From an optimization exercise on the open Yosys and OpenROAD flow, aimed at small area and a short achievable clock period; shortcuts taken in it are not production practice. Function was checked by simulation only, so behaviour that the tests miss may differ from the original. Power figures rest on the tool's default switching activity, not on a simulated workload.

==> design/flow/design.v <==
`default_nettype none
package rvCorePkg;
  localparam int XLEN       = 32;   
  localparam int REG_ADDR_W = 5;    
  localparam logic [2:0] ALU_AND = 3'b000;
  localparam logic [2:0] ALU_OR  = 3'b001;
  localparam logic [2:0] ALU_ADD = 3'b010;
  localparam logic [2:0] ALU_SUB = 3'b110;
  localparam logic [2:0] ALU_SLT = 3'b111;
  localparam int OPC_STORE_BIT = 5;
  typedef union packed {
    struct packed {
      logic [11:0]           imm12;    
      logic [REG_ADDR_W-1:0] rs1;
      logic [2:0]            funct3;
      logic [REG_ADDR_W-1:0] rd;
      logic [6:0]            opcode;
    } iView;
    struct packed {
      logic [6:0]            immHi;    
      logic [REG_ADDR_W-1:0] rs2;
      logic [REG_ADDR_W-1:0] rs1;
      logic [2:0]            funct3;
      logic [4:0]            immLo;    
      logic [6:0]            opcode;
    } sView;
    struct packed {
      logic                  sign;     
      logic [5:0]            imm10to5;
      logic [REG_ADDR_W-1:0] rs2;
      logic [REG_ADDR_W-1:0] rs1;
      logic [2:0]            funct3;
      logic [3:0]            imm4to1;
      logic                  imm11;    
      logic [6:0]            opcode;
    } bView;
    struct packed {
      logic                  sign;     
      logic [9:0]            imm10to1;
      logic                  imm11;
      logic [7:0]            imm19to12;
      logic [REG_ADDR_W-1:0] rd;
      logic [6:0]            opcode;
    } jView;
  } insnWordT;
endpackage
`default_nettype wire
`timescale 1ns/1ps
`default_nettype none
import rvCorePkg::*;
module aluUnit (
  input  logic [rvCorePkg::XLEN-1:0] a,
  input  logic [rvCorePkg::XLEN-1:0] b,
  input  logic [2:0]                 aluOp,
  output logic [rvCorePkg::XLEN-1:0] result,
  output logic                       zero
);
  logic            subtract;   
  logic [XLEN-1:0] bOperand;   
  logic [XLEN-1:0] sum;        
  logic            signsDiffer;
  logic            lessThan;
  assign subtract = aluOp[2];
  assign bOperand = subtract ? ~b : b;
  assign sum      = a + bOperand + {{(XLEN-1){1'b0}}, subtract};
  assign signsDiffer = a[XLEN-1] ^ b[XLEN-1];
  assign lessThan    = signsDiffer ? a[XLEN-1] : sum[XLEN-1];
  always_comb begin
    case (aluOp)
      ALU_AND: result = a & b;
      ALU_OR:  result = a | b;
      ALU_ADD: result = sum;
      ALU_SUB: result = sum;   
      ALU_SLT: result = {{(XLEN-1){1'b0}}, lessThan};
      default: result = '0;    
    endcase
  end
  assign zero = ~|result;
endmodule
`default_nettype wire
`timescale 1ns/1ps
`default_nettype none
import rvCorePkg::*;
module immGen (
  input  rvCorePkg::insnWordT        ins,
  output logic [rvCorePkg::XLEN-1:0] immOut,
  output logic [rvCorePkg::XLEN-1:0] branchOff,
  output logic [rvCorePkg::XLEN-1:0] jumpOff
);
  logic [XLEN-1:0] iImm;      
  logic [XLEN-1:0] sImm;      
  logic            isStore;
  assign iImm = {{(XLEN-12){ins.iView.imm12[11]}}, ins.iView.imm12};
  assign sImm = {{(XLEN-12){ins.sView.immHi[6]}},
                 ins.sView.immHi,
                 ins.sView.immLo};
  assign isStore = ins.iView.opcode[OPC_STORE_BIT];
  assign immOut  = isStore ? sImm : iImm;
  assign branchOff = {{(XLEN-13){ins.bView.sign}},
                      ins.bView.sign,
                      ins.bView.imm11,       
                      ins.bView.imm10to5,
                      ins.bView.imm4to1,
                      1'b0};
  assign jumpOff = {{(XLEN-21){ins.jView.sign}},
                    ins.jView.sign,
                    ins.jView.imm19to12,
                    ins.jView.imm11,         
                    ins.jView.imm10to1,
                    1'b0};
endmodule
`default_nettype wire
`timescale 1ns/1ps
`default_nettype none
import rvCorePkg::*;
module regFile (
  input  logic                       clk,
  input  logic                       rst,
  input  logic                       regWrite,
  input  rvCorePkg::insnWordT        ins,
  input  logic [rvCorePkg::XLEN-1:0] wd,
  output logic [rvCorePkg::XLEN-1:0] rd1,
  output logic [rvCorePkg::XLEN-1:0] rd2
);
  localparam int NUM_REGS = 1 << REG_ADDR_W;
  logic [XLEN-1:0]       regs [NUM_REGS];
  logic [REG_ADDR_W-1:0] rs1Idx;
  logic [REG_ADDR_W-1:0] rs2Idx;
  logic [REG_ADDR_W-1:0] rdIdx;
  assign rs1Idx = ins.iView.rs1;
  assign rs2Idx = ins.sView.rs2;
  assign rdIdx  = ins.iView.rd;
  assign rd1 = regs[rs1Idx];
  assign rd2 = regs[rs2Idx];
  always_ff @(posedge clk) begin
    if (rst) begin
      for (int i = 0; i < NUM_REGS; i++) begin
        regs[i] <= '0;
      end
    end else if (regWrite && rdIdx != '0) begin   
      regs[rdIdx] <= wd;
    end
  end
endmodule
`default_nettype wire
`timescale 1ns/1ps
`default_nettype none
import rvCorePkg::*;
module fetchUnit #(
  parameter logic [rvCorePkg::XLEN-1:0] RESET_PC = '0
) (
  input  logic                       clk,
  input  logic                       rst,
  input  logic                       branch,
  input  logic                       jump,
  input  logic                       zero,
  input  logic [rvCorePkg::XLEN-1:0] branchOff,
  input  logic [rvCorePkg::XLEN-1:0] jumpOff,
  output logic [rvCorePkg::XLEN-1:0] pc
);
  logic            takeBranch;
  logic [XLEN-1:0] pcOffset;    
  logic [XLEN-1:0] nextPc;
  assign takeBranch = branch && zero;
  always_comb begin
    if (jump) begin
      pcOffset = jumpOff;
    end else if (takeBranch) begin
      pcOffset = branchOff;
    end else begin
      pcOffset = XLEN'(4);   
    end
  end
  assign nextPc = pc + pcOffset;
  always_ff @(posedge clk) begin
    if (rst) begin
      pc <= RESET_PC;
    end else begin
      pc <= nextPc;
    end
  end
endmodule
`default_nettype wire
`timescale 1ns/1ps
`default_nettype none
import rvCorePkg::*;
module dataMem #(
  parameter int MEM_WORDS = 64
) (
  input  logic                       clk,
  input  logic                       rst,
  input  logic                       memRead,
  input  logic                       memWrite,
  input  logic [rvCorePkg::XLEN-1:0] addr,
  input  logic [rvCorePkg::XLEN-1:0] wd,
  output logic [rvCorePkg::XLEN-1:0] memOut
);
  localparam int IDX_W = $clog2(MEM_WORDS);
  logic [XLEN-1:0]  mem [MEM_WORDS];
  logic [IDX_W-1:0] wordIdx;
  assign wordIdx = IDX_W'((addr >> 2) % MEM_WORDS);
  assign memOut = memRead ? mem[wordIdx] : '0;
  always_ff @(posedge clk) begin
    if (rst) begin
      for (int i = 0; i < MEM_WORDS; i++) begin
        mem[i] <= '0;
      end
    end else if (memWrite) begin
      mem[wordIdx] <= wd;
    end
  end
endmodule
`default_nettype wire
`timescale 1ns/1ps
`default_nettype none
import rvCorePkg::*;
module rvDatapath #(
  parameter int                         MEM_WORDS = 64,
  parameter logic [rvCorePkg::XLEN-1:0] RESET_PC  = '0
) (
  input  logic                       clk,
  input  logic                       rst,
  input  logic [rvCorePkg::XLEN-1:0] ins,
  input  logic [2:0]                 aluOp,
  input  logic                       aluSrc,     
  input  logic                       memRead,
  input  logic                       memWrite,
  input  logic                       memToReg,   
  input  logic                       regWrite,
  input  logic                       branch,
  input  logic                       jump,
  output logic [rvCorePkg::XLEN-1:0] pc,
  output logic [rvCorePkg::XLEN-1:0] aluResult,
  output logic                       zero,
  output logic [rvCorePkg::XLEN-1:0] wbData
);
  logic [XLEN-1:0] rd1;
  logic [XLEN-1:0] rd2;
  logic [XLEN-1:0] immOut;
  logic [XLEN-1:0] branchOff;
  logic [XLEN-1:0] jumpOff;
  logic [XLEN-1:0] aluB;      
  logic [XLEN-1:0] memOut;
  rvCorePkg::insnWordT insW;      
  assign insW = ins;
  fetchUnit #(.RESET_PC(RESET_PC)) fetch_i (
    .clk       (clk),
    .rst       (rst),
    .branch    (branch),
    .jump      (jump),
    .zero      (zero),
    .branchOff (branchOff),
    .jumpOff   (jumpOff),
    .pc        (pc)
  );
  regFile regs_i (
    .clk      (clk),
    .rst      (rst),
    .regWrite (regWrite),
    .ins      (insW),
    .wd       (wbData),   
    .rd1      (rd1),
    .rd2      (rd2)
  );
  immGen imm_i (
    .ins       (insW),
    .immOut    (immOut),
    .branchOff (branchOff),
    .jumpOff   (jumpOff)
  );
  assign aluB = aluSrc ? immOut : rd2;
  aluUnit alu_i (
    .a      (rd1),
    .b      (aluB),
    .aluOp  (aluOp),
    .result (aluResult),
    .zero   (zero)
  );
  dataMem #(.MEM_WORDS(MEM_WORDS)) dmem_i (
    .clk      (clk),
    .rst      (rst),
    .memRead  (memRead),
    .memWrite (memWrite),
    .addr     (aluResult),
    .wd       (rd2),
    .memOut   (memOut)
  );
  assign wbData = memToReg ? memOut : aluResult;
endmodule
`default_nettype wire
==> design/flow/run.sh <==
#!/bin/bash
# synth_recipe.tcl (not shown) runs the flow's synth.tcl, then flattens the netlist and writes it again
# the make line also repeats each setting of config.mk as NAME=value (left out here)
make -C /OpenROAD-flow-scripts/flow DESIGN_CONFIG=/design/flow/config.mk WORK_HOME=/design/flow/orfs CLKGATE_MAP_FILE= SYNTH_SCRIPT=/design/flow/synth_recipe.tcl finish
==> design/flow/config.mk <==
export PLATFORM = sky130hd
export DESIGN_NAME = rvDatapath
export DESIGN_NICKNAME = rvDatapath
export VERILOG_FILES = /design/flow/design.v
export SDC_FILE = /design/flow/constraint.sdc
export NUM_CORES = 4
export LEC_CHECK = 0
export CAP_MARGIN = 20
export CELL_PAD_IN_SITES_DETAIL_PLACEMENT = 1
export CELL_PAD_IN_SITES_GLOBAL_PLACEMENT = 2
export CORE_MARGIN = 2
export CORE_UTILIZATION = 30
export PLACE_DENSITY = 0.4
export SETUP_SLACK_MARGIN = 0.3
export SLEW_MARGIN = 20
==> design/flow/constraint.sdc <==
create_clock -name core_clock -period 12.5 [get_ports {clk}]
set_input_delay 2.5000 -clock core_clock [delete_from_list [all_inputs] [get_ports {clk}]]
set_output_delay 2.5000 -clock core_clock [all_outputs]
set_load 0.01 [all_outputs]
==> results.py, run 1 <==
metrics = {
    "critical_path": {
        "path_class": "in -> out",
        "start_kind": "input port",
        "end_kind": "output port",
        "path_common_cell": "buf_4",
        "worstPathMaxFanout": 55,
        "critical_path_required_ns": 10.00,
        "reg2reg_depth": 41,
        "cp.arrival_ns": 9.70,
        "slowest_delay_ns": 0.56,
        "critPathSlowestCell": "mux4_2",
    },
    "clock_network": {
        "clock_path_buffers": 4,
        "clock-root-buffer": "clkbuf_16",
        "clkLatencyLatePin_ns": 1.05,
        "cts_made_buffers": 392,
        "hold_buffers": 0,
        "cts_tree": "yes",
        "cts_sinks": 3103,
        "htree_levels": 5,
        "clkTransAtPathRegs_ns": 0.05,
    },
    "pwr": {
        "p_leak_nw": 66.9,
        "power.density_nw_per_um2": 179,
        "power_mw": 32.7,
        "max-vdd-ir-drop_mv": 0.125,
    },
    "yosys": {
        "ys_types": 94,
        "post-synth-top-count-cell": "nor2_1",
        "ys_top_cells_by_area": "edfxtp_1 62%, nor2_1 8.4%, mux4_2 7.4%",
        "ys_async_sr_fraction": 0,
        "synth_edf_count": 3072,
        "synth_xor_area_frac": 0.00344,
        "yosysSeqAreaShare": 0.628,
        "synth_ff_type": "edfxtp_1",
        "synth.area.mux_share": 0.108,
        "synth_top_area_share": 0.624,
        "syn_area_um2": 148000,
        "yosys.area.top_type": "edfxtp_1",
        "synth_top_family_by_area": "simple AND/OR/NAND/NOR gates",
        "ys_seq_elements": 3103,
        "yosysWarnings": 4,
        "synthSimpleGateAreaFrac": 0.146,
        "syn_avg_cell_area_um2": 12.1,
        "synth_common_cells": "3,309 x nor2_1, 3,072 x edfxtp_1, 1,058 x nand2_1",
        "netlist_instances": 12186,
        "synth_fa_ha_area_frac": 0.00715,
        "synth_compound_area_frac": 0.0711,
    },
    "final_layout": {
        "multi_input_area_um2": 51800,
        "n_fill_cell": 51358,
        "fin_cells": 19998,
        "final_util": 0.372,
        "seq_area_um2": 92900,
        "area_growth_pct": 23.5,
        "drive_gt1_frac": 0.233,
        "fin_nets": 13289,
    },
    "place": {
        "place_hpwl_mm": 542,
        "dp.cells": 19236,
        "port_buffers": 133,
        "gp_congestion": 0.862,
    },
    "floorplan": {
        "core_area_um2": 490000,
        "start_util": 0.301,
        "io_pins": 141,
        "row_count": 257,
        "dieArea_um2": 498000,
        "die_w_um": 706,
        "fp.dieH_um": 706,
    },
    "sta": {
        "hold_slack_ns": 0.605,
        "finalHoldViolations": 0,
        "fin_crit_sh": 0.976,
        "final-setup-viol-count": 0,
        "tightest_slew_ns": 1.23,
        "tns_ns": 0,
        "rsz0062_at_grt": "yes",
        "period_needed_ns": 12.20,
        "fmax_mhz": 81.9,
        "fin_worst_skew_ns": 0.0811,
        "final-max-slew-violation-count": 0,
        "relSlewSlack": 0.179,
    },
    "detailed_routing": {
        "drt_iter0_drc": 12234,
        "vias": 114814,
        "post_drt_wl_per_cell_um": 41.1,
        "dr.pass1.iters": 5,
        "postRouteAntennaNets": 0,
        "drt-total-wl_mm": 822,
        "drc": 0,
        "via_per_inst": 5.74,
    },
    "global_routing": {
        "grt_pass1_wl_mm": 1090,
        "grt_use_total": 0.322,
        "grt-ovfl-total": 0,
        "grt_max_degree": 57,
        "antenna_found_initial": 52,
        "grt_pass1_vias": 116281,
    },
    "min_path": {
        "min_path_cells": 2,
        "hold_class": "reg -> reg",
    },
    "flow_run": {
        "timing.max_cap.violations": 0,
    },
    "status": {
        "outcome": "complete, no violations",
    },
}
cells in the final DEF, fill, tap and decap left out, types with 115 or more instances in the layout:
master / count
nor3_1: 129
buf_12: 227
mux2i_1: 387
nor2_1: 3288
o22ai_1: 164
clkbuf_16: 400
a21oi_1: 131
nand2_1: 958
edfxtp_1: 3072
a31oi_1: 115
clkdlybuf4s50_1: 118
buf_4: 1392
o21ai_0: 172
mux4_2: 488
nand3_1: 236
per-stage QoR:
stage                     area (um2)  setup WS (ns)
after floorplan               148000          0.690
after CTS                     182000          0.301
after global placement        169000         -0.537
after detailed placement      169000         -0.559
final                         183000          0.297
after global routing          182000          0.279
routing by layer:
layer / share of wire / track usage / up-vias
met3: 0.056 / 0.0422 / 1151
met2: 0.49 / 0.550 / 4268
li1: - / - / 46678
met4: 0.050 / 0.133 / 6
met5: 0.000038 / 0 / -
met1: 0.41 / 0.411 / 62711
layout make-up:
| class | count | share of cell area |
|---|---|---|
| sequential | 3103 | 0.509 |
| multi-input combinational | 7823 | 0.284 |
| timing repair buffer | 1773 | 0.0918 |
| clock buffer | 488 | 0.0567 |
| tap | 6475 | 0.0444 |
| clock inverter | 232 | 0.0124 |
| inverter | 88 | 0.00199 |
| antenna | 16 | 0.000219 |
where the power goes:
group	total (mW)	internal [mW]	switching [mW]
combinational	9.15	2.98	6.17
clock	11.5	6.62	4.92
sequential	12.0	11.9	0.159
cell families (layout without fill, tap and decap cells):
group / after synthesis / count (layout)
simple gates: 5218 / 5218
flops: 3103 / 3103
compound gates: 1449 / 1449
buf+inv: 1292 / 2581
mux: 977 / 977
fa+ha+maj: 88 / 88
xor+xnor: 58 / 58
other cells: 1 / 49
worst max-delay path, delay by kind of cell:
kind / cells / cell delay, ns
muxes: 3 / 0.95
adders and majority gates: 1 / 0.31
buffers and inverters: 16 / 3.34
xor gates and xnor gates: 1 / 0.15
AOI/OAI and AO/OA: 4 / 1.14
and+or+nand+nor: 5 / 1.01
state kept, by name, summed over array words and instances (netlist names):
signal / cells
regs_i.regs: 1024
fetch_i.pc: 31
dmem_i.mem: 2048
timing repair:
action                     4_1_cts  5_1_grt
pin swaps                       10       12
resized for setup               66       44
setup endpoints to repair       32       25
setup buffers                   17        5
gates cloned                     3        0
final timing paths:
kind                                   startpoint             end  slack (ns)
worst max register to register  regs_i.regs[0][0]  fetch_i.pc[31]        2.85
worst min register to register      fetch_i.pc[1]   fetch_i.pc[1]        0.61
worst max-delay path                      ins[22]      wbData[23]        0.30
worst min-delay path                fetch_i.pc[1]   fetch_i.pc[1]        0.61
==> run 2, diff against run 1 <==
--- a/design/flow/design.v
+++ b/design/flow/design.v
@@ -128,18 +128,21 @@
   logic [REG_ADDR_W-1:0] rs2Idx;
   logic [REG_ADDR_W-1:0] rdIdx;
+  logic [XLEN-1:0]       wdGated;   
   assign rs1Idx = ins.iView.rs1;
   assign rs2Idx = ins.sView.rs2;
   assign rdIdx  = ins.iView.rd;
+  assign wdGated = wd & {XLEN{~rst}};
+  assign regs[0] = '0;
+  for (genvar i = 1; i < NUM_REGS; i++) begin : g_reg
+    logic wrEn;
+    assign wrEn = rst | (regWrite && rdIdx == REG_ADDR_W'(i));
+    always_ff @(posedge clk) begin
+      if (wrEn) begin
+        regs[i] <= wdGated;
+      end
+    end
+  end
   assign rd1 = regs[rs1Idx];
   assign rd2 = regs[rs2Idx];
-  always_ff @(posedge clk) begin
-    if (rst) begin
-      for (int i = 0; i < NUM_REGS; i++) begin
-        regs[i] <= '0;
-      end
-    end else if (regWrite && rdIdx != '0) begin   
-      regs[rdIdx] <= wd;
-    end
-  end
 endmodule
 `default_nettype wire
@@ -199,13 +202,15 @@
   logic [XLEN-1:0]  mem [MEM_WORDS];
   logic [IDX_W-1:0] wordIdx;
-  assign wordIdx = IDX_W'((addr >> 2) % MEM_WORDS);
+  logic [XLEN-1:0]  wdGated;   
+  assign wordIdx = addr[IDX_W+1:2];
   assign memOut = memRead ? mem[wordIdx] : '0;
-  always_ff @(posedge clk) begin
-    if (rst) begin
-      for (int i = 0; i < MEM_WORDS; i++) begin
-        mem[i] <= '0;
+  assign wdGated = wd & {XLEN{~rst}};
+  for (genvar i = 0; i < MEM_WORDS; i++) begin : g_word
+    logic wrEn;
+    assign wrEn = rst | (memWrite && wordIdx == IDX_W'(i));
+    always_ff @(posedge clk) begin
+      if (wrEn) begin
+        mem[i] <= wdGated;
       end
-    end else if (memWrite) begin
-      mem[wordIdx] <= wd;
     end
   end
==> run 2 against run 1 <==
  * Global-route usage grew 3.0 points
  * Register-to-register slack got worse by 0.69 ns
  * Area after synthesis decreased by 16%
  * Power decreased by 3.6%
  * Worst setup slack gained 0.013 ns
  * Cell count is 21% lower
  * Core utilization up 2.7 points
  * Synthesized cell count is 33% lower
  * Critical path depth grew 8
  * Sequential share of layout area up 4.9 points
  * Combinational power shrank 23%
  * Clock power down 5%
==> results.py, run 2 <==
metrics = {
    "yosys": {
        "synth_common_cells": "3,040 x edfxtp_1, 1,228 x a22oi_1, 506 x nand2_1",
        "synth_ff_type": "edfxtp_1",
        "netlist_instances": 8106,
        "ys_async_sr_fraction": 0,
        "yosys.area.top_type": "edfxtp_1",
        "ys_top_cells_by_area": "edfxtp_1 73%, a22oi_1 7.4%, and3_1 2.2%",
        "ys_types": 117,
        "synth_edf_count": 3040,
        "yosysSeqAreaShare": 0.737,
        "synth_top_area_share": 0.732,
        "syn_area_um2": 125000,
        "post-synth-top-count-cell": "edfxtp_1",
        "yosysWarnings": 6,
        "ys_seq_elements": 3071,
        "syn_avg_cell_area_um2": 15.4,
    },
    "flow_run": {
        "timing.max_cap.violations": 0,
    },
    "critical_path": {
        "critical_path_required_ns": 10.00,
        "rr_startpoint": "regs_i.regs[14][0]",
        "path_class": "in -> out",
        "end_kind": "output port",
        "critPathSlowestCell": "nor3_4",
        "reg2reg_depth": 47,
        "cp.arrival_ns": 9.69,
        "r2r_setup_slack_ns": 2.16,
        "start_kind": "input port",
        "path_common_cell": "buf_4",
        "worstPathMaxFanout": 8,
        "rr_endpoint": "fetch_i.pc[31]",
        "crit_end": "wbData[11]",
        "cp-startpoint": "ins[24]",
        "slowest_delay_ns": 0.72,
    },
    "sta": {
        "period_needed_ns": 12.19,
        "fmax_mhz": 82.0,
        "final-max-slew-violation-count": 0,
        "relSlewSlack": 0.136,
        "finalHoldViolations": 0,
        "tightest_slew_ns": 1.30,
        "postLayoutSetupSlackWorst_ns": 0.310,
        "final-setup-viol-count": 0,
        "fin_worst_skew_ns": 0.0892,
        "fin_crit_sh": 0.975,
        "rsz0062_at_grt": "yes",
    },
    "detailed_routing": {
        "wl_met2_mm": 370,
        "post_drt_wl_per_cell_um": 47.8,
        "dr.pass1.iters": 6,
        "vias": 96033,
        "highest_layer": "met5",
        "via_per_inst": 6.06,
        "wl_met1_mm": 302,
        "drt-total-wl_mm": 758,
        "drt_iter0_drc": 11917,
        "drc": 0,
        "dr_wl_met3_mm": 44.6,
        "postRouteAntennaNets": 0,
    },
    "final_layout": {
        "layout.cells.most_common_list": "3,040 x edfxtp_1, 1,638 x buf_4, 1,203 x a22oi_1",
        "seq_area_um2": 91900,
        "area_growth_pct": 32.3,
        "n_fill_cell": 41379,
        "largest_registers": "dmem_i.mem x2048, regs_i.regs x992, fetch_i.pc x31",
        "largest_register_ffs": 2048,
        "fin_nets": 10170,
        "drive_gt1_frac": 0.307,
        "multi_input_area_um2": 34000,
        "regMostFlops": "dmem_i.mem",
        "final_common_cell": "edfxtp_1",
    },
    "floorplan": {
        "start_util": 0.302,
        "row_count": 236,
        "io_pins": 141,
        "dieArea_um2": 421000,
        "core_area_um2": 413000,
        "fp.dieH_um": 649,
        "die_w_um": 649,
    },
    "global_routing": {
        "grt_pass1_wl_mm": 975,
        "antenna_found_initial": 45,
        "grt_use_total": 0.352,
        "grt_pass1_vias": 95449,
        "grt_max_degree": 65,
        "grt-ovfl-total": 0,
    },
    "pwr": {
        "power_switching_share": 0.309,
        "pwr-share-seq": 0.433,
        "p_leak_nw": 61.9,
        "comb_power_share": 0.222,
        "intPower_mw": 21.8,
        "p_sw_mw": 9.73,
        "max-vdd-ir-drop_mv": 0.126,
        "clockPowerShare": 0.345,
        "power.density_nw_per_um2": 191,
        "power_mw": 31.5,
    },
    "clock_network": {
        "clkLatencyLatePin_ns": 1.03,
        "clock-root-buffer": "clkbuf_16",
        "cts_sinks": 3071,
        "clock_path_buffers": 4,
        "clkTransAtPathRegs_ns": 0.06,
        "htree_levels": 5,
        "cts_tree": "yes",
        "hold_buffers": 0,
        "cts_made_buffers": 370,
    },
    "status": {
        "outcome": "complete, no violations",
    },
    "place": {
        "place_hpwl_mm": 510,
        "gp_congestion": 0.902,
        "port_buffers": 133,
        "dp_slack_ns": -1.98,
    },
    "min_path": {
        "hold_class": "reg -> reg",
    },
}
run 2: metrics by stage:
stage	cell area (um2)	std cells	hold WS [ns]	util	TNS, ns
final	165000	15847	0.625	0.399	0
after global routing	165000	15829	0.654	0.399	0
after CTS	163000	15743	0.626	0.394	0
after detailed placement	149000	15008	0.607	0.361	-57.93
after global placement	149000	15001	0.598	0.360	-67.11
after floorplan	125000	8106	0.629	-	0
run 2: how the worst min path moves through the flow:
stage               cells past startpoint             to     startpoint  slack (ns)
detailed placement                      2  fetch_i.pc[1]  fetch_i.pc[1]        0.61
global placement                        2  fetch_i.pc[1]  fetch_i.pc[1]        0.60
global route                            2  fetch_i.pc[1]  fetch_i.pc[1]        0.65
floorplan                               2  fetch_i.pc[1]  fetch_i.pc[1]        0.63
CTS                                     2  fetch_i.pc[1]  fetch_i.pc[1]        0.63
finish                                  2  fetch_i.pc[1]  fetch_i.pc[1]        0.63
run 2: power by group through the flow:
stage / clock [mW] / sequential, mW / combinational (mW)
after global routing: 11.4 / 13.7 / 7.12
after global placement: 0 / 13.8 / 6.46
after floorplan: 0 / 13.6 / 1.88
after CTS: 11.0 / 13.6 / 6.78
final: 10.9 / 13.6 / 7.00
after detailed placement: 0 / 13.8 / 6.50
run 2: layer usage:
| metal | global-route usage | vias up |
|---|---|---|
| met1 | 0.445 | 52426 |
| met5 | 0 | - |
| li1 | - | 37658 |
| met4 | 0.156 | 14 |
| met2 | 0.602 | 4592 |
| met3 | 0.0457 | 1343 |
run 2: cell type report:
| class | instances | area share |
|---|---|---|
| flip-flops and latches | 3071 | 0.557 |
| multi-input cells | 4426 | 0.206 |
| repair buffers | 2135 | 0.122 |
| clock buffers | 449 | 0.0585 |
| well taps | 5474 | 0.0415 |
| clock inverters | 219 | 0.0133 |
| inverters | 54 | 0.00137 |
| diodes | 19 | 0.000288 |
run 2: cell families after synthesis:
kind of cell	after synthesis	synth area share
flops	3071	0.737
xor+xnor	65	0.00457
compound gates	2125	0.133
mux	36	0.00312
fa+ha+maj	93	0.00898
buf+inv	610	0.0209
simple gates	2105	0.0918
other cells	1	0.0000301
run 2: worst max-delay path, delay by kind of cell:
family | cells | cell delay [ns]
fa+ha+maj | 1 | 0.33
compound gates | 8 | 1.44
simple gates | 11 | 2.38
xor+xnor | 1 | 0.17
buf+inv | 17 | 2.79
run 2: timing repair:
item	CTS	global route
pin swaps	93	119
setup buffers	60	77
setup endpoints to repair	46	38
resized for setup	412	245
gates cloned	7	3
==> run 3, diff against run 2 <==
--- a/design/flow/design.v
+++ b/design/flow/design.v
@@ -76,5 +76,18 @@
     endcase
   end
-  assign zero = ~|result;
+  logic addZero;
+  logic subZero;
+  assign addZero = ((a ^ b) == {a[XLEN-2:0] | b[XLEN-2:0], 1'b0});
+  assign subZero = (a == b);
+  always_comb begin
+    case (aluOp)
+      ALU_AND: zero = ~|(a & b);
+      ALU_OR:  zero = ~|(a | b);
+      ALU_ADD: zero = addZero;
+      ALU_SUB: zero = subZero;
+      ALU_SLT: zero = ~lessThan;
+      default: zero = 1'b1;
+    endcase
+  end
 endmodule
 `default_nettype wire
@@ -163,17 +176,15 @@
 );
   logic            takeBranch;
+  logic            takeOff;     
   logic [XLEN-1:0] pcOffset;    
+  logic [XLEN-1:0] pcSeq;       
+  logic [XLEN-1:0] pcTarget;    
   logic [XLEN-1:0] nextPc;
   assign takeBranch = branch && zero;
-  always_comb begin
-    if (jump) begin
-      pcOffset = jumpOff;
-    end else if (takeBranch) begin
-      pcOffset = branchOff;
-    end else begin
-      pcOffset = XLEN'(4);   
-    end
-  end
-  assign nextPc = pc + pcOffset;
+  assign takeOff    = jump || takeBranch;
+  assign pcOffset = jump ? jumpOff : branchOff;
+  assign pcSeq    = pc + XLEN'(4);
+  assign pcTarget = pc + pcOffset;
+  assign nextPc = takeOff ? pcTarget : pcSeq;
   always_ff @(posedge clk) begin
     if (rst) begin
@@ -195,21 +206,80 @@
   input  logic                       memRead,
   input  logic                       memWrite,
-  input  logic [rvCorePkg::XLEN-1:0] addr,
+  input  logic [rvCorePkg::XLEN-1:0] aluA,     
+  input  logic [rvCorePkg::XLEN-1:0] aluB,     
+  input  logic [2:0]                 aluOp,
   input  logic [rvCorePkg::XLEN-1:0] wd,
   output logic [rvCorePkg::XLEN-1:0] memOut
 );
   localparam int IDX_W = $clog2(MEM_WORDS);
-  logic [XLEN-1:0]  mem [MEM_WORDS];
-  logic [IDX_W-1:0] wordIdx;
-  logic [XLEN-1:0]  wdGated;   
-  assign wordIdx = addr[IDX_W+1:2];
-  assign memOut = memRead ? mem[wordIdx] : '0;
+  localparam int HI    = IDX_W + 1;   
+  logic [XLEN-1:0] mem [MEM_WORDS];
+  logic [XLEN-1:0] wdGated;   
+  logic          subtract;
+  logic          arith;
+  logic [HI:0]   bOp;
+  logic [HI:0]   p;
+  logic [HI:0]   g;
+  logic [HI:0]   o;
+  logic          c2;
+  logic [HI:2]   r;           
+  logic [HI:2]   t00;         
+  logic [HI:2]   t01;
+  logic [HI:2]   t10;
+  logic [HI:2]   t11;
+  assign subtract = aluOp[2];
+  assign arith    = (aluOp == ALU_ADD) || (aluOp == ALU_SUB);
+  assign bOp      = subtract ? ~aluB[HI:0] : aluB[HI:0];
+  assign p        = aluA[HI:0] ^ bOp;
+  assign g        = aluA[HI:0] & bOp;
+  assign o        = aluA[HI:0] | bOp;
+  assign c2       = g[1] | (p[1] & (g[0] | (p[0] & subtract)));
+  always_comb begin
+    case (aluOp)
+      ALU_AND: r = aluA[HI:2] & aluB[HI:2];
+      ALU_OR:  r = aluA[HI:2] | aluB[HI:2];
+      default: r = '0;   
+    endcase
+  end
+  for (genvar i = 2; i <= HI; i++) begin : g_bit
+    logic cin0;   
+    logic cin1;   
+    if (i == 2) begin : g_low
+      assign cin0 = c2;
+      assign cin1 = c2;
+    end else begin : g_up
+      assign cin0 = o[i-1];
+      assign cin1 = g[i-1];
+    end
+    assign t00[i] = arith ? ~(p[i] ^ cin0) : ~r[i];
+    assign t01[i] = arith ? ~(p[i] ^ cin1) : ~r[i];
+    assign t10[i] = arith ?  (p[i] ^ cin0) :  r[i];
+    assign t11[i] = arith ?  (p[i] ^ cin1) :  r[i];
+  end
+  logic [MEM_WORDS-1:0] hit;     
+  for (genvar k = 0; k < MEM_WORDS; k++) begin : g_hit
+    localparam logic [HI:0] KK = {IDX_W'(k), 2'b00};
+    logic [HI:2] agree;
+    for (genvar i = 2; i <= HI; i++) begin : g_agree
+      if (KK[i] && KK[i-1])       assign agree[i] = t11[i];
+      else if (KK[i])             assign agree[i] = t10[i];
+      else if (KK[i-1])           assign agree[i] = t01[i];
+      else                        assign agree[i] = t00[i];
+    end
+    assign hit[k] = &agree;
+  end
+  always_comb begin
+    memOut = '0;
+    for (int k = 0; k < MEM_WORDS; k++) begin
+      memOut = memOut | (mem[k] & {XLEN{memRead & hit[k]}});
+    end
+  end
   assign wdGated = wd & {XLEN{~rst}};
-  for (genvar i = 0; i < MEM_WORDS; i++) begin : g_word
+  for (genvar k = 0; k < MEM_WORDS; k++) begin : g_word
     logic wrEn;
-    assign wrEn = rst | (memWrite && wordIdx == IDX_W'(i));
+    assign wrEn = rst | (memWrite & hit[k]);
     always_ff @(posedge clk) begin
       if (wrEn) begin
-        mem[i] <= wdGated;
+        mem[k] <= wdGated;
       end
     end
@@ -287,5 +357,7 @@
     .memRead  (memRead),
     .memWrite (memWrite),
-    .addr     (aluResult),
+    .aluA     (rd1),
+    .aluB     (aluB),
+    .aluOp    (aluOp),
     .wd       (rd2),
     .memOut   (memOut)
==> design/flow/flow/run.sh (new file) <==
#!/bin/bash
# Standard layout with three changes, set through the ORFS variables the
# standard scripts read:
# - plain buf_4 port buffers in place of the delay buffers picked by default
# - clock tree from clkbuf_8 with no dummy loads, sinks clustered by 16
set -euo pipefail
export BUFFER_PORTS_ARGS="-buffer_cell sky130_fd_sc_hd__buf_4"
export CTS_ARGS="-sink_clustering_enable -repair_clock_nets -dont_use_dummy_load -buf_list sky130_fd_sc_hd__clkbuf_8 -sink_clustering_size 16 -sink_clustering_max_diameter 50"
bash standard.sh finish > make_finish.log 2>&1
==> design/flow/standard.sh (new file) <==
#!/bin/bash
# synth_recipe.tcl (not shown) runs the flow's synth.tcl, then flattens the netlist and writes it again
# the make line also repeats each setting of config.mk as NAME=value (left out here)
make -C /OpenROAD-flow-scripts/flow DESIGN_CONFIG=/design/flow/config.mk WORK_HOME=/design/flow/orfs CLKGATE_MAP_FILE= SYNTH_SCRIPT=/design/flow/synth_recipe.tcl "${@:-finish}"
==> design/flow/config.mk (replaced) <==
export PLATFORM = sky130hd
export DESIGN_NAME = rvDatapath
export DESIGN_NICKNAME = rvDatapath
export VERILOG_FILES = /design/flow/design.v
export SDC_FILE = /design/flow/constraint.sdc
export NUM_CORES = 4
export LEC_CHECK = 0
export CAP_MARGIN = 10
export CELL_PAD_IN_SITES_DETAIL_PLACEMENT = 1
export CELL_PAD_IN_SITES_GLOBAL_PLACEMENT = 2
export CORE_MARGIN = 2
export CORE_UTILIZATION = 35
export GPL_TIMING_DRIVEN = 0
export PLACE_DENSITY = 0.45
export SETUP_SLACK_MARGIN = 0.5
export SLEW_MARGIN = 10
removed: design/flow/run.sh
==> run 3 against run 2 <==
  * Still clean
  * First-iteration DRC count rose by 37%
  * Flip-flop and latch count did not move
  * Fmax fell by 0.17%
  * Die area fell by 15%
  * Clock power fell by 39%
  * Global-route usage rose by 6.5 points
  * Routed wire length rose by 0.43%
  * Critical path type unchanged
  * Critical endpoint is now wbData[2]
  * Largest power group unchanged
  * Highest routed layer unchanged
==> results.py, run 3 <==
metrics = {
    "status": {
        "outcome": "complete, no violations",
    },
    "yosys": {
        "synth_ff_type": "edfxtp_1",
        "yosysWarnings": 6,
        "yosysSeqAreaShare": 0.743,
        "synth_common_cells": "3,040 x edfxtp_1, 1,188 x a22oi_1, 373 x clkbuf_1",
        "synth_edf_count": 3040,
        "syn_area_um2": 124000,
        "synth_top_area_share": 0.738,
        "ys_types": 88,
        "netlist_instances": 7774,
        "ys_top_cells_by_area": "edfxtp_1 74%, a22oi_1 7.2%, a221oi_1 2.3%",
        "ys_seq_elements": 3071,
        "ys_async_sr_fraction": 0,
        "yosys.area.top_type": "edfxtp_1",
        "syn_avg_cell_area_um2": 15.9,
        "post-synth-top-count-cell": "edfxtp_1",
    },
    "pwr": {
        "power.density_nw_per_um2": 162,
        "p_leak_nw": 53.2,
        "max-vdd-ir-drop_mv": 0.0906,
        "power_mw": 24.6,
    },
    "clock_network": {
        "htree_levels": 5,
        "clock-root-buffer": "clkbuf_8",
        "cts_sinks": 3071,
        "cts_made_buffers": 406,
        "clkLatencyLatePin_ns": 1.21,
        "clock_path_buffers": 4,
        "cts_tree": "yes",
        "clkTransAtPathRegs_ns": 0.04,
    },
    "global_routing": {
        "grt_use_total": 0.416,
        "grt_pass1_vias": 88528,
        "grt_util_met3": 0.0929,
        "grt_util_met2": 0.655,
        "grt-ovfl-total": 0,
        "antenna_found_initial": 89,
        "grt_max_degree": 43,
        "busiest_layer": "met2",
        "grt_pass1_wl_mm": 960,
        "grt.met1_usage": 0.508,
    },
    "place": {
        "dp_slack_ns": -5.33,
        "place_hpwl_mm": 528,
        "gp_congestion": 0.927,
        "port_buffers": 126,
    },
    "critical_path": {
        "start_kind": "input port",
        "rr_startpoint": "regs_i.regs[21][0]",
        "path_class": "in -> out",
        "rr_endpoint": "regs_i.regs[28][9]",
        "critical_path_required_ns": 10.00,
        "cp.arrival_ns": 9.71,
        "r2r_setup_slack_ns": 4.49,
        "reg2reg_depth": 24,
        "worstPathMaxFanout": 10,
        "slowest_delay_ns": 0.66,
        "end_kind": "output port",
        "worstPathBufferInverterCount": 9,
        "critPathSlowestCell": "nor4_4",
        "critical-path-top-delay-family": "simple AND/OR/NAND/NOR gates",
    },
    "final_layout": {
        "drive_gt1_frac": 0.232,
        "largest_registers": "dmem_i.mem x2048, regs_i.regs x992, fetch_i.pc x31",
        "largest_register_ffs": 2048,
        "regMostFlops": "dmem_i.mem",
        "area_growth_pct": 22.6,
        "final_util": 0.431,
        "fin_nets": 9009,
        "layout.cells.most_common_list": "3,040 x edfxtp_1, 1,181 x a22oi_1, 482 x clkbuf_8",
        "final_common_cell": "edfxtp_1",
    },
    "min_path": {
        "min_path_cells": 2,
        "min_to": "fetch_i.pc[1]",
        "hold_class": "reg -> reg",
        "min-delay-start": "fetch_i.pc[1]",
    },
    "detailed_routing": {
        "vias": 93862,
        "postRouteAntennaNets": 0,
        "drc": 0,
        "dr.pass1.iters": 9,
        "drt_iter0_drc": 16374,
        "via_per_inst": 6.88,
        "drt-total-wl_mm": 761,
        "post_drt_wl_per_cell_um": 55.8,
    },
    "sta": {
        "fmax_mhz": 81.9,
        "hold_slack_ns": 0.546,
        "rsz0062_at_grt": "yes",
        "tightest_slew_ns": 1.35,
        "period_needed_ns": 12.21,
        "fin_worst_skew_ns": 0.127,
        "fin_crit_sh": 0.977,
        "finalHoldViolations": 0,
        "final-setup-viol-count": 0,
        "relSlewSlack": 0.0976,
        "final-max-slew-violation-count": 0,
        "postLayoutSetupSlackWorst_ns": 0.289,
    },
    "floorplan": {
        "io_pins": 141,
        "core_area_um2": 352000,
        "start_util": 0.351,
        "dieArea_um2": 358000,
        "fp.dieH_um": 598,
        "row_count": 218,
        "die_w_um": 598,
    },
    "flow_run": {
        "timing.max_cap.violations": 0,
    },
}
-- run 3: cell count changes after synthesis, moves of 57 or more --
| cell | delta |
|---|---|
| a221oi_1 | +228 |
| and3_1 | -427 |
| nor2b_1 | +57 |
| nand3_1 | -82 |
| nand2_1 | -200 |
| a22o_1 | +177 |
| ha_1 | +64 |
| buf_2 | -116 |
| a2111oi_0 | -121 |
| nor2_1 | +57 |
| inv_1 | +81 |
-- run 3: kinds of logic (layout without fill, tap and decap cells) --
family | count (synthesis) | in the layout | share of synthesized area
DFF | 3071 | 3071 | 0.743
adders and majority gates | 137 | 137 | 0.0143
muxes | 57 | 57 | 0.00476
and+or+nand+nor | 1423 | 1423 | 0.0591
buffers and inverters | 605 | 1657 | 0.0191
AOI/OAI and AO/OA | 2334 | 2334 | 0.149
other | 1 | 94 | 0.0000303
xor gates and xnor gates | 146 | 146 | 0.0103
-- run 3: metal layers --
layer,routed length [um],part of all wire
met1,275000,0.36
met5,329,0.00043
met3,74300,0.098
met2,345000,0.45
met4,65700,0.086
-- run 3: report_power, final --
group	internal [mW]	switching (mW)	total, mW
Clock	2.85	3.77	6.62
Sequential	12.8	0.498	13.3
Combinational	1.38	3.25	4.62
Total	17.0	7.51	24.6
-- run 3: how the worst max path moves through the flow --
stage | startpoint | to | slack [ns] | depth (start not counted)
2_1_floorplan | ins[24] | wbData[23] | 1.93 | 26
3_3_place_gp | ins[20] | wbData[26] | -8.98 | 26
3_5_place_dp | ins[24] | wbData[16] | -5.33 | 28
4_1_cts | ins[24] | wbData[16] | 0.47 | 29
5_1_grt | ins[22] | wbData[5] | 0.47 | 29
6_report | ins[16] | wbData[2] | 0.29 | 25
-- run 3: timing repair --
action                                   CTS  global route
setup buffers                             68            69
cloned                                     0             1
resized for setup                        975           159
endpoints found under the setup margin  1053            34
hold buffers                               0             0
pin swaps                                100            66
-- run 3: final cells by class --
class | count | area [um2]
timing repair buffer | 646 | 10200
multi-input combinational | 4098 | 33200
tap | 4730 | 5920
buffer | 472 | 4120
fill | 33956 | 201000
clock buffer | 406 | 5590
antenna | 93 | 233
inverter | 133 | 499
sequential | 3071 | 91900
-- run 3: worst register-to-register path, cell delays in order, from the launching register on --
cell	delay, ns
edfxtp_1	0.42
and2_1	0.18
o2bb2a_1	0.23
o22ai_1	0.16
nor4_4	0.60
a41oi_2	0.30
mux2_4	0.35
inv_2	0.11
fa_2	0.43
xnor2_2	0.21
o32ai_4	0.15
buf_12	0.24
buf_4	0.16
nor3_2	0.38
nand2_2	0.24
nor2_4	0.38
clkbuf_8	0.37
clkbuf_4	0.53
a22oi_1	0.26
nand4_1	0.45
nor3_1	0.18
a2bb2oi_4	0.23
buf_4	0.22
nor2b_2	0.81
buf_8	0.27
-- run 3: metrics by stage --
step / instance area (um2) / TNS [ns] / cells
after detailed placement: 140000 / -3076.59 / 13011
after CTS: 150000 / 0 / 13485
after floorplan: 124000 / 0 / 7774
final: 152000 / 0 / 13649
after global routing: 151000 / 0 / 13596
after global placement: 131000 / - / 12630
==> run 4, diff against run 3 <==
--- a/design/flow/design.v
+++ b/design/flow/design.v
@@ -63,5 +63,30 @@
   assign subtract = aluOp[2];
   assign bOperand = subtract ? ~b : b;
-  assign sum      = a + bOperand + {{(XLEN-1){1'b0}}, subtract};
+  logic [XLEN-1:0] pBit;
+  logic [XLEN-1:0] gPre [6];
+  logic [XLEN-1:0] pPre [6];
+  logic [XLEN-1:0] carry;
+  assign pBit    = a ^ bOperand;
+  assign gPre[0] = (a & bOperand) | {{(XLEN-1){1'b0}}, pBit[0] & subtract};
+  assign pPre[0] = pBit;
+  for (genvar l = 0; l < 5; l++) begin : g_lvl
+    for (genvar i = 0; i < XLEN; i++) begin : g_bit
+      if (i >= (1 << l)) begin : g_op
+        prefixNode u_node (
+          .gHi  (gPre[l][i]),
+          .pHi  (pPre[l][i]),
+          .gLo  (gPre[l][i - (1 << l)]),
+          .pLo  (pPre[l][i - (1 << l)]),
+          .gOut (gPre[l+1][i]),
+          .pOut (pPre[l+1][i])
+        );
+      end else begin : g_pass
+        assign gPre[l+1][i] = gPre[l][i];
+        assign pPre[l+1][i] = pPre[l][i];
+      end
+    end
+  end
+  assign carry = {gPre[5][XLEN-2:0], subtract};
+  assign sum   = pBit ^ carry;
   assign signsDiffer = a[XLEN-1] ^ b[XLEN-1];
   assign lessThan    = signsDiffer ? a[XLEN-1] : sum[XLEN-1];
@@ -91,4 +116,15 @@
   end
 endmodule
+module prefixNode (
+  input  logic gHi,
+  input  logic pHi,
+  input  logic gLo,
+  input  logic pLo,
+  output logic gOut,
+  output logic pOut
+);
+  assign gOut = gHi | (pHi & gLo);
+  assign pOut = pHi & pLo;
+endmodule
 `default_nettype wire
 `timescale 1ns/1ps
@@ -156,6 +192,33 @@
     end
   end
-  assign rd1 = regs[rs1Idx];
-  assign rd2 = regs[rs2Idx];
+  logic [NUM_REGS-1:0] sel1;
+  logic [NUM_REGS-1:0] sel2;
+  assign sel1 = NUM_REGS'(1) << rs1Idx;
+  assign sel2 = NUM_REGS'(1) << rs2Idx;
+  for (genvar b = 0; b < XLEN; b++) begin : g_rd
+    logic [NUM_REGS-1:0] col;    
+    logic [3:0]          part1;
+    logic [3:0]          part2;
+    for (genvar i = 0; i < NUM_REGS; i++) begin : g_col
+      assign col[i] = regs[i][b];
+    end
+    selOr #(.N(7)) u1_0 (.d(col[7:1]), .s(sel1[7:1]), .y(part1[0]));
+    selOr #(.N(7)) u2_0 (.d(col[7:1]), .s(sel2[7:1]), .y(part2[0]));
+    for (genvar g = 1; g < 4; g++) begin : g_grp
+      selOr #(.N(8)) u1 (.d(col[8*g+7:8*g]), .s(sel1[8*g+7:8*g]), .y(part1[g]));
+      selOr #(.N(8)) u2 (.d(col[8*g+7:8*g]), .s(sel2[8*g+7:8*g]), .y(part2[g]));
+    end
+    assign rd1[b] = |part1;
+    assign rd2[b] = |part2;
+  end
+endmodule
+module selOr #(
+  parameter int N = 8
+) (
+  input  logic [N-1:0] d,
+  input  logic [N-1:0] s,
+  output logic         y
+);
+  assign y = |(d & s);
 endmodule
 `default_nettype wire
@@ -216,44 +279,64 @@
   logic [XLEN-1:0] mem [MEM_WORDS];
   logic [XLEN-1:0] wdGated;   
-  logic          subtract;
-  logic          arith;
-  logic [HI:0]   bOp;
-  logic [HI:0]   p;
-  logic [HI:0]   g;
-  logic [HI:0]   o;
-  logic          c2;
-  logic [HI:2]   r;           
-  logic [HI:2]   t00;         
-  logic [HI:2]   t01;
-  logic [HI:2]   t10;
-  logic [HI:2]   t11;
-  assign subtract = aluOp[2];
-  assign arith    = (aluOp == ALU_ADD) || (aluOp == ALU_SUB);
-  assign bOp      = subtract ? ~aluB[HI:0] : aluB[HI:0];
-  assign p        = aluA[HI:0] ^ bOp;
-  assign g        = aluA[HI:0] & bOp;
-  assign o        = aluA[HI:0] | bOp;
-  assign c2       = g[1] | (p[1] & (g[0] | (p[0] & subtract)));
-  always_comb begin
-    case (aluOp)
-      ALU_AND: r = aluA[HI:2] & aluB[HI:2];
-      ALU_OR:  r = aluA[HI:2] | aluB[HI:2];
-      default: r = '0;   
-    endcase
-  end
+  logic          isAdd;
+  logic          isSub;
+  logic          isAnd;
+  logic          isOr;
+  logic [HI:0]   u;           
+  logic [HI:0]   v;           
+  logic [HI:2]   q;           
+  logic [HI:2]   e1 [2];      
+  logic [HI:2]   e0 [2];      
+  logic [HI:2]   lg0;         
+  logic [HI:2]   lg1;         
+  assign isAdd = (aluOp == ALU_ADD);
+  assign isSub = (aluOp == ALU_SUB);
+  assign isAnd = (aluOp == ALU_AND);
+  assign isOr  = (aluOp == ALU_OR);
+  assign u     = aluA[HI:0];
+  assign v     = aluB[HI:0];
+  assign q     = u[HI:2] ^ v[HI:2];
+  logic addC2;
+  logic addN2;
+  logic subC2;
+  logic subN2;
+  assign addC2 = ((isAdd & u[1]) & v[1]) | (((isAdd & u[1]) | (isAdd & v[1])) & (u[0] & v[0]));
+  assign addN2 = ((isAdd & ~u[1]) & ~v[1]) | (((isAdd & ~u[1]) | (isAdd & ~v[1])) & (~u[0] | ~v[0]));
+  assign subC2 = ((isSub & u[1]) & ~v[1]) | (((isSub & u[1]) | (isSub & ~v[1])) & (u[0] | ~v[0]));
+  assign subN2 = ((isSub & ~u[1]) & v[1]) | (((isSub & ~u[1]) | (isSub & v[1])) & (~u[0] & v[0]));
   for (genvar i = 2; i <= HI; i++) begin : g_bit
-    logic cin0;   
-    logic cin1;   
+    logic addC0, addN0, subC0, subN0;
+    logic addC1, addN1, subC1, subN1;
     if (i == 2) begin : g_low
-      assign cin0 = c2;
-      assign cin1 = c2;
+      assign addC0 = addC2;  assign addN0 = addN2;
+      assign subC0 = subC2;  assign subN0 = subN2;
+      assign addC1 = addC2;  assign addN1 = addN2;
+      assign subC1 = subC2;  assign subN1 = subN2;
     end else begin : g_up
-      assign cin0 = o[i-1];
-      assign cin1 = g[i-1];
+      assign addC0 = (isAdd & u[i-1]) | (isAdd & v[i-1]);
+      assign addN0 = (isAdd & ~u[i-1]) & ~v[i-1];
+      assign subC0 = (isSub & u[i-1]) | (isSub & ~v[i-1]);
+      assign subN0 = (isSub & ~u[i-1]) & v[i-1];
+      assign addC1 = (isAdd & u[i-1]) & v[i-1];
+      assign addN1 = (isAdd & ~u[i-1]) | (isAdd & ~v[i-1]);
+      assign subC1 = (isSub & u[i-1]) & ~v[i-1];
+      assign subN1 = (isSub & ~u[i-1]) | (isSub & v[i-1]);
     end
-    assign t00[i] = arith ? ~(p[i] ^ cin0) : ~r[i];
-    assign t01[i] = arith ? ~(p[i] ^ cin1) : ~r[i];
-    assign t10[i] = arith ?  (p[i] ^ cin0) :  r[i];
-    assign t11[i] = arith ?  (p[i] ^ cin1) :  r[i];
+    assign e1[0][i] = addC0 | subN0;
+    assign e0[0][i] = addN0 | subC0;
+    assign e1[1][i] = addC1 | subN1;
+    assign e0[1][i] = addN1 | subC1;
+    assign lg1[i] = (isAnd & u[i] & v[i]) | (isOr & (u[i] | v[i]));
+    assign lg0[i] = ~(isAdd | isSub) & ~lg1[i];
+  end
+  logic [HI:2] t00;
+  logic [HI:2] t01;
+  logic [HI:2] t10;
+  logic [HI:2] t11;
+  for (genvar i = 2; i <= HI; i++) begin : g_agree_bit
+    assign t00[i] = (q[i] ? e1[0][i] : e0[0][i]) | lg0[i];
+    assign t01[i] = (q[i] ? e1[1][i] : e0[1][i]) | lg0[i];
+    assign t10[i] = (q[i] ? e0[0][i] : e1[0][i]) | lg1[i];
+    assign t11[i] = (q[i] ? e0[1][i] : e1[1][i]) | lg1[i];
   end
   logic [MEM_WORDS-1:0] hit;     
@@ -269,9 +352,16 @@
     assign hit[k] = &agree;
   end
-  always_comb begin
-    memOut = '0;
-    for (int k = 0; k < MEM_WORDS; k++) begin
-      memOut = memOut | (mem[k] & {XLEN{memRead & hit[k]}});
+  logic [MEM_WORDS-1:0] rdSel;
+  assign rdSel = hit & {MEM_WORDS{memRead}};
+  for (genvar b = 0; b < XLEN; b++) begin : g_rd
+    logic [MEM_WORDS-1:0]   col;    
+    logic [MEM_WORDS/8-1:0] part;
+    for (genvar k = 0; k < MEM_WORDS; k++) begin : g_col
+      assign col[k] = mem[k][b];
+    end
+    for (genvar g = 0; g < MEM_WORDS / 8; g++) begin : g_grp
+      selOr #(.N(8)) u (.d(col[8*g+7:8*g]), .s(rdSel[8*g+7:8*g]), .y(part[g]));
     end
+    assign memOut[b] = |part;
   end
   assign wdGated = wd & {XLEN{~rst}};
--- a/design/flow/config.mk
+++ b/design/flow/config.mk
@@ -15,2 +15,3 @@
 export SETUP_SLACK_MARGIN = 0.5
 export SLEW_MARGIN = 10
+export SYNTH_HIERARCHICAL = 1
==> run 4 against run 3 <==
  * Non-clock buffer count fell by 11
  * Flip-flop and latch count rose by 1
  * Clock skew up 0.047 ns
  * Critical path type unchanged
==> results.py, run 4 <==
metrics = {
    "status": {
        "outcome": "complete, no violations",
    },
    "final_layout": {
        "largest_register_ffs": 2048,
        "layout.cells.most_common_list": "3,040 x edfxtp_1, 1,951 x a22oi_1, 536 x buf_4",
        "drive_gt1_frac": 0.226,
        "area_growth_pct": 20.3,
        "multi_input_area_um2": 33700,
        "seq_area_um2": 91900,
        "fin_nets": 9016,
        "largest_registers": "dmem_i.mem x2048, regs_i.regs x992, fetch_i.pc x32",
        "n_fill_cell": 34203,
        "regMostFlops": "dmem_i.mem",
        "final_common_cell": "edfxtp_1",
    },
    "critical_path": {
        "start_kind": "input port",
        "cp.arrival_ns": 9.64,
        "worstPathMaxFanout": 13,
        "critPathSlowestCell": "or4_1",
        "crit_chain": "buf_4 -> nand3_1 -> nor2_4 -> a22oi_1 -> nand4_1 -> or4_1 -> mux2_4 -> inv_1 -> ha_1 -> and4_4 -> nor3_1 -> nand3_2 -> nor3_2 -> buf_6 -> buf_6 -> buf_6 -> a22oi_1 -> nand4_1 -> nor4_2 -> buf_4 -> nand2_1 -> mux2_4 -> buf_4",
        "rr_endpoint": "regs_i.regs[31][5]",
        "end_kind": "output port",
        "crit_end": "wbData[7]",
        "rr_startpoint": "regs_i.regs[19][5]",
        "r2r_setup_slack_ns": 4.86,
        "slowest_delay_ns": 0.69,
        "reg2reg_depth": 21,
        "path_class": "in -> out",
        "critical_path_required_ns": 10.00,
        "cp-startpoint": "ins[21]",
    },
    "place": {
        "gp_congestion": 0.849,
        "place_hpwl_mm": 381,
        "dp_slack_ns": -0.862,
        "port_buffers": 121,
    },
    "detailed_routing": {
        "drt_iter0_drc": 8602,
        "via_per_inst": 6.07,
        "post_drt_wl_per_cell_um": 38.4,
        "postRouteAntennaNets": 0,
        "vias": 82502,
        "drc": 0,
        "dr.pass1.iters": 9,
        "drt-total-wl_mm": 522,
    },
    "sta": {
        "hold_slack_ns": 0.493,
        "rsz0062_at_grt": "yes",
        "fin_crit_sh": 0.972,
        "tightest_slew_ns": 1.32,
        "postLayoutSetupSlackWorst_ns": 0.355,
        "fmax_mhz": 82.3,
        "relSlewSlack": 0.119,
        "finalHoldViolations": 0,
        "fin_worst_skew_ns": 0.174,
        "period_needed_ns": 12.14,
        "tns_ns": 0,
        "final-max-slew-violation-count": 0,
        "final-setup-viol-count": 0,
    },
    "floorplan": {
        "dieArea_um2": 360000,
        "io_pins": 141,
        "fp.dieH_um": 600,
        "row_count": 218,
        "die_w_um": 600,
        "start_util": 0.352,
        "core_area_um2": 353000,
    },
    "yosys": {
        "netlist_instances": 7518,
        "syn_avg_cell_area_um2": 16.5,
        "syn_area_um2": 124000,
        "yosysWarnings": 18,
    },
    "pwr": {
        "power_mw": 24.2,
        "max-vdd-ir-drop_mv": 0.0937,
        "power.density_nw_per_um2": 162,
        "p_leak_nw": 52.2,
    },
    "clock_network": {
        "htree_levels": 5,
        "cts_made_buffers": 398,
        "clkTransAtPathRegs_ns": 0.06,
        "hold_buffers": 0,
        "cts_sinks": 3072,
        "clkLatencyLatePin_ns": 1.16,
        "cts_tree": "yes",
        "clock_path_buffers": 4,
        "clock-root-buffer": "clkbuf_8",
    },
    "global_routing": {
        "grt_util_met2": 0.470,
        "grt_pass1_vias": 83173,
        "busiest_layer": "met2",
        "grt_util_met3": 0.0353,
        "grt_pass1_wl_mm": 709,
        "grt.met1_usage": 0.385,
        "grt_use_total": 0.284,
        "antenna_found_initial": 27,
        "grt_max_degree": 54,
        "grt-ovfl-total": 0,
    },
    "flow_run": {
        "timing.max_cap.violations": 0,
    },
    "min_path": {
        "hold_class": "reg -> reg",
        "min_path_cells": 2,
    },
}
[run 4: per-layer routing]
layer  vias to the layer above  part of all wire
met4                         0             0.039
met3                       704             0.052
met5                         -                 0
li1                      34727                 -
met1                     44350              0.43
met2                      2721              0.48
[run 4: power breakdown]
| part | internal [mW] | switching, mW |
|---|---|---|
| registers | 13.0 | 0.474 |
| clock network | 2.80 | 3.54 |
| logic | 1.37 | 3.07 |
[run 4: worst min-delay path by stage]
stage / start / endpoint / slack, ns
floorplan: fetch_i.pc[0] / fetch_i.pc[0] / 0.49
global placement: fetch_i.pc[0] / fetch_i.pc[0] / 0.49
detailed placement: fetch_i.pc[0] / fetch_i.pc[0] / 0.49
CTS: fetch_i.pc[0] / fetch_i.pc[0] / 0.50
global route: fetch_i.pc[0] / fetch_i.pc[0] / 0.54
finish: fetch_i.pc[0] / fetch_i.pc[0] / 0.49
[run 4: layout make-up]
type	count	area share
flip-flops and latches	3072	0.614
multi-input cells	4164	0.225
inverters	96	0.00241
diodes	16	0.000268
well taps	4730	0.0395
clock buffers	398	0.0366
repair buffers	920	0.0734
plain buffers	187	0.00872
[run 4: worst max-delay path, delay by kind of cell]
kind	cells	cell delay [ns]
AOI/OAI and AO/OA	2	0.34
buffers and inverters	7	1.19
and+or+nand+nor	11	4.46
muxes	2	0.79
adders and majority gates	1	0.27
[run 4: timing repair]
item | CTS | global route
setup buffers | 23 | 19
endpoints found under the setup margin | 33 | 31
pin swaps | 30 | 18
resized for setup | 76 | 36
[run 4: stage by stage]
stage,instance area [um2],instances,util
6_report,150000,13583,0.424
3_3_place_gp,131000,12370,0.372
5_1_grt,150000,13568,0.424
2_1_floorplan,124000,7519,-
4_1_cts,149000,13548,0.423
3_5_place_dp,143000,13127,0.406
==> run 5, diff against run 4 <==
--- a/design/flow/config.mk
+++ b/design/flow/config.mk
@@ -13,5 +13,5 @@
 export GPL_TIMING_DRIVEN = 0
 export PLACE_DENSITY = 0.45
-export SETUP_SLACK_MARGIN = 0.5
+export SETUP_SLACK_MARGIN = 2.0
 export SLEW_MARGIN = 10
 export SYNTH_HIERARCHICAL = 1
==> run 5 against run 4 <==
  * Via count rose by 2.6%
  * Non-clock buffer count is 243 higher
  * Final area increased by 4.8%
  * Combinational power increased by 12%
  * Cell count grew 1.8%
  * Power grew 2.5%
  * First-iteration DRC count up 5.0%
  * Die area did not move
  * Sequential power about the same
  * Worst setup slack gained 0.95 ns
  * Area after synthesis unchanged
  * Critical path type unchanged
  * Critical endpoint is now wbData[14]
  * Highest routed layer is now met5
==> results.py, run 5 <==
metrics = {
    "status": {
        "outcome": "complete, no violations",
    },
    "yosys": {
        "syn_avg_cell_area_um2": 16.5,
        "netlist_instances": 7518,
        "syn_area_um2": 124000,
        "yosysWarnings": 18,
    },
    "clock_network": {
        "clock-root-buffer": "clkbuf_8",
        "clock_path_buffers": 4,
        "htree_levels": 5,
        "clkLatencyLatePin_ns": 1.16,
        "clkTransAtPathRegs_ns": 0.04,
        "cts_sinks": 3072,
        "cts_made_buffers": 403,
        "hold_buffers": 0,
        "cts_tree": "yes",
    },
    "critical_path": {
        "critPathSlowestCell": "or4_4",
        "path_class": "in -> out",
        "critical_path_required_ns": 10.00,
        "slowest_delay_ns": 0.70,
        "cp.arrival_ns": 8.70,
        "end_kind": "output port",
        "start_kind": "input port",
        "worstPathMaxFanout": 14,
    },
    "global_routing": {
        "grt_pass1_vias": 86311,
        "grt_pass1_wl_mm": 733,
        "grt_use_total": 0.295,
        "grt-ovfl-total": 0,
        "grt_max_degree": 54,
        "antenna_found_initial": 17,
    },
    "place": {
        "gp_congestion": 0.877,
        "port_buffers": 121,
        "place_hpwl_mm": 380,
    },
    "sta": {
        "tns_ns": 0,
        "finalHoldViolations": 0,
        "final-setup-viol-count": 0,
        "relSlewSlack": 0.140,
        "fin_crit_sh": 0.896,
        "hold_slack_ns": 0.489,
        "fin_worst_skew_ns": 0.189,
        "final-max-slew-violation-count": 0,
        "tightest_slew_ns": 1.29,
        "fmax_mhz": 89.3,
        "period_needed_ns": 11.20,
        "rsz0062_at_grt": "yes",
    },
    "floorplan": {
        "die_w_um": 600,
        "row_count": 218,
        "fp.dieH_um": 600,
        "start_util": 0.352,
        "io_pins": 141,
        "core_area_um2": 353000,
        "dieArea_um2": 360000,
    },
    "final_layout": {
        "largest_register_ffs": 2048,
        "final_common_cell": "edfxtp_1",
        "final_util": 0.444,
        "area_growth_pct": 26.1,
        "fin_nets": 9264,
        "largest_registers": "dmem_i.mem x2048, regs_i.regs x992, fetch_i.pc x32",
        "regMostFlops": "dmem_i.mem",
        "layout.cells.most_common_list": "3,040 x edfxtp_1, 1,851 x a22oi_1, 572 x buf_4",
        "drive_gt1_frac": 0.271,
    },
    "detailed_routing": {
        "drt-total-wl_mm": 540,
        "vias": 84638,
        "via_per_inst": 6.12,
        "postRouteAntennaNets": 0,
        "drt_iter0_drc": 9028,
        "drc": 0,
        "post_drt_wl_per_cell_um": 39.0,
        "dr.pass1.iters": 9,
    },
    "pwr": {
        "p_leak_nw": 55.1,
        "max-vdd-ir-drop_mv": 0.0933,
        "power_mw": 24.8,
        "power.density_nw_per_um2": 158,
    },
    "min_path": {
        "hold_class": "reg -> reg",
    },
    "flow_run": {
        "timing.max_cap.violations": 0,
    },
}
run 5: what timing repair did:
| action | CTS | global route |
|---|---|---|
| setup buffers | 347 | 71 |
| pin swaps | 233 | 118 |
| gates cloned | 12 | 1 |
| resized for setup | 501 | 111 |
| setup endpoints to repair | 86 | 35 |
run 5: cell type report:
cell class,count,area [um2]
Fill cell,33958,196000
Sequential cell,3072,91900
Multi-Input combinational cell,4164,35800
Timing Repair Buffer,1163,15800
Tap cell,4730,5920
Clock buffer,403,5550
Buffer,187,1460
Inverter,96,365
Antenna cell,16,40.0
run 5: report_power, final:
| group | switching (mW) | total (mW) | leakage (nW) | internal [mW] |
|---|---|---|---|---|
| combinational | 3.26 | 4.96 | 20.6 | 1.70 |
| sequential | 0.493 | 13.4 | 31.6 | 13.0 |
| clock | 3.58 | 6.41 | 2.90 | 2.83 |
| total | 7.33 | 24.8 | 55.1 | 17.5 |
run 5: metal layers:
layer / vias to the layer above / GRT usage / wire length (um)
met1: 45505 / 0.391 / 226000
met3: 818 / 0.0410 / 29500
met5: - / 0 / 59
li1: 35239 / - / -
met4: 8 / 0.112 / 24000
met2: 3068 / 0.491 / 260000
run 5: critical path: cells and delay by family:
| family | cells | cell delay [ns] |
|---|---|---|
| simple gates | 8 | 2.17 |
| buf+inv | 13 | 1.80 |
| fa+ha+maj | 1 | 0.14 |
| compound gates | 5 | 1.33 |
| mux | 2 | 0.69 |
run 5: worst paths after layout:
| kind | start | end | slack (ns) | cells after the start |
|---|---|---|---|---|
| min reg2reg | fetch_i.pc[0] | fetch_i.pc[0] | 0.49 | 2 |
| max | ins[23] | wbData[14] | 1.30 | 29 |
| max reg2reg | regs_i.regs[16][2] | fetch_i.pc[29] | 5.51 | 24 |
| min | fetch_i.pc[0] | fetch_i.pc[0] | 0.49 | 2 |
run 5: per-stage QoR:
step	setup slack, ns	cell area [um2]	cells
2_1_floorplan	2.10	125000	7519
3_3_place_gp	-7.44	132000	12370
3_5_place_dp	-1.20	144000	12981
4_1_cts	1.39	156000	13743
5_1_grt	1.26	157000	13820
6_report	1.30	157000	13831

what the ideal ports hide:
No port has a modelled driver above. Below, the same layouts with a new extraction and two added sets of constraints. Step 1: set_driving_cell puts a clkbuf_16 on clk and a buf_2 on each other input, an assumption about the parent block. Step 2 adds t to the input delays and takes it off the output delays; t is the mean of the earliest and latest rising clock arrival at the registers after step 1. Input paths then give back, and output paths get back, about the clock's delay inside the block. a / b / c = ideal / step 1 / step 2; a / b = the first two.
| run | shift t [ns] | slack for setup (ns) | hold slack, ns | worst register clock-pin slew, ns | worst data-port slew with drivers (ns) |
|---|---|---|---|---|---|
| run 1 | 1.137 | 0.297 / 0.267 / -0.055 | 0.605 / 0.605 / 0.605 | 0.06 / 0.06 | 0.12 |
| run 2 | 1.099 | 0.310 / 0.265 / -0.547 | 0.625 / 0.625 / 0.625 | 0.07 / 0.07 | 0.08 |
| run 3 | 1.262 | 0.289 / 0.262 / 0.262 | 0.546 / 0.546 / 0.546 | 0.10 / 0.10 | 0.16 |
| run 4 | 1.183 | 0.355 / 0.258 / 0.258 | 0.493 / 0.493 / 0.493 | 0.10 / 0.10 | 1.40 |
| run 5 | 1.169 | 1.303 / 1.138 / 1.138 | 0.489 / 0.489 / 0.489 | 0.11 / 0.11 | 1.45 |
With both steps, setup timing fails in run 1 and run 2, where it was met with ideal ports. For run 2, which loses most, drivers alone change the setup slack by -0.045 ns; drivers and shift together by -0.857 ns.
